Background: an optimization exercise with open tools, aiming at small area, a short achievable clock period and few clock cycles per item. Do not read the settings as production practice.
Function was checked by simulation only, so behaviour that the tests miss may differ from the original.
No activity file was given, so power comes from the tool's default toggle rates.

### flow/run.sh
#!/bin/bash
# synth_recipe.tcl (not shown) runs the flow's synth.tcl, then flattens the netlist and writes it again
# the make line also repeats each setting of config.mk as NAME=value (left out here)
make -C /OpenROAD-flow-scripts/flow DESIGN_CONFIG=/design/flow/config.mk WORK_HOME=/design/flow/orfs CLKGATE_MAP_FILE= SYNTH_SCRIPT=/design/flow/synth_recipe.tcl finish
### flow/config.mk
export PLATFORM = sky130hd
export DESIGN_NAME = second_chance_expiry_table_core
export DESIGN_NICKNAME = second_chance_expiry_table_core
export VERILOG_FILES = /design/flow/design.v
export SDC_FILE = /design/flow/constraint.sdc
export NUM_CORES = 4
export LEC_CHECK = 0
export CAP_MARGIN = 20
export CORE_MARGIN = 2
export CORE_UTILIZATION = 40
export SLEW_MARGIN = 20
### flow/constraint.sdc
create_clock -name core_clock -period 5.0 [get_ports {aclk}]
set_input_delay 1.0000 -clock core_clock [delete_from_list [all_inputs] [get_ports {aclk}]]
set_output_delay 1.0000 -clock core_clock [all_outputs]
set_load 0.01 [all_outputs]
### flow/design.v
package scet_pkg;
    localparam int KEY_W     = 64;
    localparam int VALUE_W   = 32;
    localparam int OPCODE_W  = 2;
    localparam int COUNT_W   = 5;
    localparam int S_DATA_W  = 96;
    localparam int M_DATA_W  = 8;
    localparam int ENTRIES_DEF    = 16;
    localparam int KEY_BITS_DEF   = 64;
    localparam int VALUE_BITS_DEF = 32;
    typedef logic [OPCODE_W-1:0] opcode_t;
    localparam opcode_t OP_INSERT = 2'd0;
    localparam opcode_t OP_REMOVE = 2'd1;
    localparam opcode_t OP_SEARCH = 2'd2;
    localparam opcode_t OP_PRUNE  = 2'd3;
    typedef logic [COUNT_W-1:0] count_t;
    localparam count_t COUNT_MAX = 5'd31;
endpackage
module scet_ram #(
    parameter int WIDTH = 8,
    parameter int DEPTH = 16
) (
    input  logic                   aclk,
    input  logic [DEPTH-1:0]       we,
    input  logic [WIDTH-1:0]       wdata,
    output logic [DEPTH*WIDTH-1:0] rdata
);
    logic [WIDTH-1:0] mem [DEPTH];
    always_ff @(posedge aclk) begin
        for (int i = 0; i < DEPTH; i++) begin
            if (we[i]) begin
                mem[i] <= wdata;
            end
        end
    end
    always_comb begin
        for (int i = 0; i < DEPTH; i++) begin
            rdata[i*WIDTH +: WIDTH] = mem[i];
        end
    end
endmodule
import scet_pkg::*;
module second_chance_expiry_table_core
#(
    parameter int ENTRIES    = scet_pkg::ENTRIES_DEF,
    parameter int KEY_BITS   = scet_pkg::KEY_BITS_DEF,
    parameter int VALUE_BITS = scet_pkg::VALUE_BITS_DEF
) (
    input  logic                aclk,
    input  logic                aresetn,
    input  logic                s_tvalid,
    output logic                s_tready,
    input  logic [scet_pkg::S_DATA_W-1:0] s_tdata,    
    input  logic [scet_pkg::OPCODE_W-1:0] s_tuser,    
    output logic                m_tvalid,
    input  logic                m_tready,
    output logic [scet_pkg::M_DATA_W-1:0] m_tdata     
);
    localparam int RES_W = 2 + scet_pkg::COUNT_W;   
    localparam int QD    = 3;                       
    logic                  v0_reg;
    scet_pkg::opcode_t     op0_reg;
    logic [KEY_BITS-1:0]   key0_reg;
    logic [VALUE_BITS-1:0] val0_reg;
    logic                  rdy_reg;
    logic                  acc;
    assign acc = s_tvalid && rdy_reg;
    always_ff @(posedge aclk) begin
        op0_reg  <= s_tuser;
        key0_reg <= s_tdata[KEY_BITS-1:0];
        val0_reg <= s_tdata[scet_pkg::KEY_W +: VALUE_BITS];
    end
    logic [ENTRIES-1:0]            valid_reg, recent_reg, hit_reg;
    logic [ENTRIES*KEY_BITS-1:0]   keys;
    logic [ENTRIES*VALUE_BITS-1:0] vals;
    logic [ENTRIES-1:0]            key_we, val_we;
    logic [ENTRIES-1:0]            match, veq, ffree;
    logic                          found, anyfree, vhit;
    logic                          is_ins, is_rem, is_srch, is_prn;
    logic [ENTRIES-1:0]            valid_next, recent_next, hit_next;
    logic [ENTRIES-1:0]            setm;
    logic [RES_W-1:0]              res;
    scet_pkg::count_t              evicted;
    scet_ram #(.WIDTH(KEY_BITS), .DEPTH(ENTRIES)) u_keys (
        .aclk(aclk), .we(key_we), .wdata(key0_reg), .rdata(keys)
    );
    scet_ram #(.WIDTH(VALUE_BITS), .DEPTH(ENTRIES)) u_vals (
        .aclk(aclk), .we(val_we), .wdata(val0_reg), .rdata(vals)
    );
    assign is_ins  = v0_reg && (op0_reg == OP_INSERT);
    assign is_rem  = v0_reg && (op0_reg == OP_REMOVE);
    assign is_srch = v0_reg && (op0_reg == OP_SEARCH);
    assign is_prn  = v0_reg && (op0_reg == OP_PRUNE);
    always_comb begin
        for (int i = 0; i < ENTRIES; i++) begin
            match[i] = valid_reg[i] && (keys[i*KEY_BITS +: KEY_BITS] == key0_reg);
            veq[i]   = (vals[i*VALUE_BITS +: VALUE_BITS] == val0_reg);
        end
        for (int i = 0; i < ENTRIES; i++) begin
            ffree[i] = !valid_reg[i];
            for (int j = 0; j < i; j++) begin
                if (!valid_reg[j]) ffree[i] = 1'b0;
            end
        end
    end
    assign found   = |match;
    assign anyfree = ~&valid_reg;
    assign vhit    = |(match & veq);
    assign key_we = is_ins ? ffree : '0;
    assign val_we = is_ins ? (match | ffree) : '0;
    always_comb begin
        evicted = '0;
        for (int i = 0; i < ENTRIES; i++) begin
            evicted = evicted + scet_pkg::count_t'(valid_reg[i] && !recent_reg[i]);
        end
    end
    always_comb begin
        setm        = '0;
        valid_next  = valid_reg;
        recent_next = recent_reg;
        hit_next    = hit_reg;
        if (is_ins) setm = found ? match : ffree;
        if (is_srch) setm = match;
        if (is_rem) begin
            valid_next  = valid_reg & ~match;
        end
        if (is_prn) begin
            valid_next  = valid_reg & recent_reg;
            recent_next = recent_reg & hit_reg;
            hit_next    = '0;
        end
        valid_next  = valid_next | (is_ins ? setm : '0);
        recent_next = recent_next | setm;
        hit_next    = hit_next | setm;
    end
    always_comb begin
        res = '0;
        unique case (op0_reg)
            OP_INSERT: res = {scet_pkg::count_t'(0), !found && !anyfree, !found};
            OP_REMOVE: res = {scet_pkg::count_t'(0), 1'b0, found};
            OP_SEARCH: res = {scet_pkg::count_t'(0), 1'b0, vhit};
            OP_PRUNE:  res = {evicted, 1'b0, 1'b0};
        endcase
    end
    logic [RES_W-1:0] q_reg [QD];
    logic [1:0]       qn_reg, qn_next, qn_keep;
    logic             deliv;
    assign deliv   = (qn_reg != 2'd0) && m_tready;
    assign qn_keep = qn_reg - 2'(deliv);
    assign qn_next = qn_keep + 2'(v0_reg);
    always_ff @(posedge aclk) begin
        for (int i = 0; i < QD; i++) begin
            if (v0_reg && qn_keep == i) begin
                q_reg[i] <= res;
            end else if (deliv && i + 1 < QD) begin
                q_reg[i] <= q_reg[i+1];
            end
        end
    end
    always_ff @(posedge aclk) begin
        if (!aresetn) begin
            v0_reg     <= 1'b0;
            rdy_reg    <= 1'b1;
            qn_reg     <= 2'd0;
            valid_reg  <= '0;
            recent_reg <= '0;
            hit_reg    <= '0;
        end else begin
            v0_reg     <= acc;
            rdy_reg    <= (3'(acc) + 3'(qn_next)) < 3'(QD);
            qn_reg     <= qn_next;
            valid_reg  <= valid_next;
            recent_reg <= recent_next;
            hit_reg    <= hit_next;
        end
    end
    assign s_tready = rdy_reg;
    assign m_tvalid = (qn_reg != 2'd0);
    assign m_tdata  = {1'b0, q_reg[0]};
endmodule
==> reports/qor.csv <==
metric,value,unit
final wirelength,189000,um
Setup Buffers After CTS,0,
max-cap violations,0,
I/O Pins,112,
DRC,0,
drt first pass iters,5,
maximum VDD drop,0.267,mV
status,"complete, no violations",
RR Endpoint,q_reg[0][4]$_DFFE_PP_,
reg2reg setup slack,0.80,ns
Post-Syn Nets,4486,
initial core utilization,40.2,%
minimum clock period,4.20,ns
Port-buffer cells,110,
"antenna viol nets, final",0,
# rows,154,
WP data arrival,4.76,ns
Mapped Cells,4365,
Critical Path RT,5.56,ns
"Worst Path Class, Setup",flop to flop,
post-CTS resize count,0,
die area,180000,um2
Achievable Freq,0.238,GHz
Async SR Flop Fraction,0,%
startpoint types,flop,
# clock sinks,1707,
clock slew seen by the registers of the worst setup and hold paths,0.06,ns
"Period Utilization, post-route",84.0,%
total grt overflow,0,
fillers,15000,
Worst-Skew Late Latency,0.82,ns
hold slack,0.463,ns
die height,425,um
Slew HR,18.1,%
XOR/XNOR Fraction of Synth Area,19.1,%
multiplexer share of the synthesized area,0.0637,%
global-route usage over all layers,20.8,%
1st-iter DRT viols,3879,
CP Max Fanout,7,
first-pass GRT wire length,268000,um
Max Slew Vio Count,0,
final RePlAce weighted congestion,0.858,
TritonCTS clock tree,yes,
setup TNS,0,ns
hold crit path type,flop to flop,
chip width,425,um
max reg flops,1024,
fin nets,4798,
RSZ-0062 raised after global routing,false,
vias in the first global route,36000,
mean area per synthesized cell,16.2,um2
R2R cell count,13,
Yosys cell types,57,
layout cells sized above 1,13.6,%
hold_sp,hit_reg[3]$_SDFF_PN0_,
via count,37200,
Netlist Area Pre-Place,70700,um2
combinational family with the most area after synthesis,XOR/XNOR gates,
adder-cell area share of the yosys netlist,0.442,%
TritonCTS buffer count,179,
H-tree levels,4,
Final Hold Viols,0,
Synth Area in Simple Gates,6.01,%
Root Driver,clkbuf_16,
area delta synth->final,15.2,%
#FFs+latches synth,1707,
via density per instance,5.19,
"Non-Filler Cell Area, Final",81500,um2
CP Capture Type,flop,
Worst Hold Endpoint,hit_reg[3]$_SDFF_PN0_,
Pleak,26.6,nW
largest net degree at the start of global routing,68,
drt wl/cell,26.4,um
CORE AREA,176000,um2
Critical R2R Launch,valid_reg[11]$_SDFF_PN0_,
antenna violations before repair,9,
post-synthesis compound-gate area fraction,1.50,%
CTS max path bufs,3,
warnings from Yosys,6,
pwr/cell area,374,nW/um2
Clock Skew,0.0355,ns
"EDFF count, synth",1557,
placed instance area,75800,um2
worst-margin pin slew,1.22,ns
Min-Delay Path Depth,2,
top_reg_cell synth,edfxtp_1,
post-DP HPWL,121000,um
# setup viols final,0,
sequential share of the synthesized area,70.3,%
hold-fix buffers at CTS,0,
## cell usage after synthesis, drive strengths merged (11+ instances only)
master	instances	area share, %
edfxtp	1557	66
xor2	1025	13
xnor2	515	6.4
nor4	307	2.9
nand4	212	1.9
buf	165	2.1
dfxtp	150	4.2
nand2	65	0.34
clkbuf	61	0.32
o21ai	31	0.22
nor2	30	0.16
a21oi	25	0.18
inv	25	0.13
and2	18	0.16
o31a	17	0.21
a31oi	15	0.13
nand2b	12	0.11
nor2b	12	0.11
a21o	11	0.12
nand3	11	0.078
## placed cells by master, fill, tap and decap left out, types with 12 or more instances in the layout
cell	synthesis	final
edfxtp_1	1557	1557
xor2_1	1025	1025
xnor2_1	515	515
nor4_1	291	287
nand4_1	210	210
buf_4	12	205
clkbuf_16	0	188
clkdlybuf4s50_1	0	110
dfxtp_2	0	96
clkbuf_1	61	69
nand2_1	65	64
dfxtp_1	150	54
buf_12	0	42
o21ai_0	30	30
inv_1	25	25
clkinv_1	0	24
nor2_1	29	21
a21oi_1	25	20
clkinv_2	0	19
and2_1	18	18
o31a_1	17	17
nor4_2	12	16
a31oi_1	15	15
clkbuf_8	0	13
nand2b_1	12	12
nor2b_1	12	12
## worst max-delay path: stages, from the launching register on
cell and delay (ns):
dfxtp_1 0.47, nor2b_1 0.30, fa_1 0.45, inv_1 0.12, fa_1 0.44, fa_1 0.51
fa_1 0.41, inv_1 0.06, ha_1 0.15, inv_1 0.07, fa_1 0.43, nor2b_1 0.17
nor3_1 0.09, mux2_2 0.27
## through the flow
| stage | std cells | setup slack [ns] | util [%] | power [mW] |
|---|---|---|---|---|
| after floorplan | 4365 | -1.98 | - | 17.2 |
| after global placement | 6836 | 0.809 | 43.1 | 18.0 |
| after detailed placement | 6836 | 0.799 | 43.1 | 18.0 |
| after CTS | 7167 | 0.804 | 46.3 | 30.8 |
| after global routing | 7167 | 0.596 | 46.3 | 31.4 |
| final | 7174 | 0.800 | 46.3 | 30.5 |
## worst max-delay path by stage
stage / from / end / slack (ns) / depth (start not counted)
5_1_grt: valid_reg[11]$_SDFF_PN0_ / q_reg[0][6]$_DFFE_PP_ / 0.60 / 13
2_1_floorplan: valid_reg[0]$_SDFF_PN0_ / u_vals.mem[8][0]$_DFFE_PP_ / -1.98 / 7
4_1_cts: valid_reg[11]$_SDFF_PN0_ / q_reg[0][4]$_DFFE_PP_ / 0.80 / 13
3_3_place_gp: valid_reg[15]$_SDFF_PN0_ / q_reg[0][4]$_DFFE_PP_ / 0.81 / 13
6_report: valid_reg[11]$_SDFF_PN0_ / q_reg[0][4]$_DFFE_PP_ / 0.80 / 13
3_5_place_dp: valid_reg[11]$_SDFF_PN0_ / q_reg[0][4]$_DFFE_PP_ / 0.80 / 13
## power by group
group	switching, mW	internal (mW)	total, mW
sequential	0.371	15.7	16.1
combinational	0.933	0.664	1.60
clock	5.54	7.27	12.8
## kinds of logic after synthesis
kind of cell | Yosys count
buffers and inverters | 251
other | 1
DFF | 1707
muxes | 4
and+or+nand+nor | 692
adders and majority gates | 19
AOI/OAI and AO/OA | 151
xor gates and xnor gates | 1540
## final cells by class
class / instances / area (um2) / share of cell area (%)
diodes: 7 / 17.5 / 0.0215
clock buffers: 270 / 5140 / 6.31
clock inverters: 61 / 468 / 0.574
inverters: 25 / 93.8 / 0.115
multi-input cells: 2407 / 19500 / 23.9
flip-flops and latches: 1707 / 49900 / 61.2
well taps: 2340 / 2930 / 3.59
repair buffers: 357 / 3480 / 4.27
## layer usage
layer,track usage [%],part of all wire [%],vias to the layer above
met4,5.40,2.3,6
li1,-,-,16600
met2,31.6,45,1264
met1,30.7,46,19100
met5,0,0.016,-
met3,3.91,6.9,236
Testbench counts, summed over its fixed seeds: cycles 4,016, items 4,000.

[what the ideal ports hide]
How much do the figures lean on ideal ports? The routed layout below was timed once more, with nothing changed but the port constraints. Step 1: set_driving_cell puts a clkbuf_16 on aclk and a buf_2 on each other input, an assumption about the parent block. Step 2 times the ports against the registers' clock, not the clock port: input delays grow and output delays shrink by t, the midpoint of the rising clock arrivals with the driver on. Slacks: ideal / step 1 / step 2; pairs: ideal / step 1.
t (ns): 0.880
setup WS [ns]: 0.800 / 0.800 / 0.800
latest minus earliest clock arrival (ns): 0.038 / 0.038
After both steps this run still meets setup and hold. The setup slack of this run moves by 0.000 ns with the drivers and by 0.000 ns with both steps.
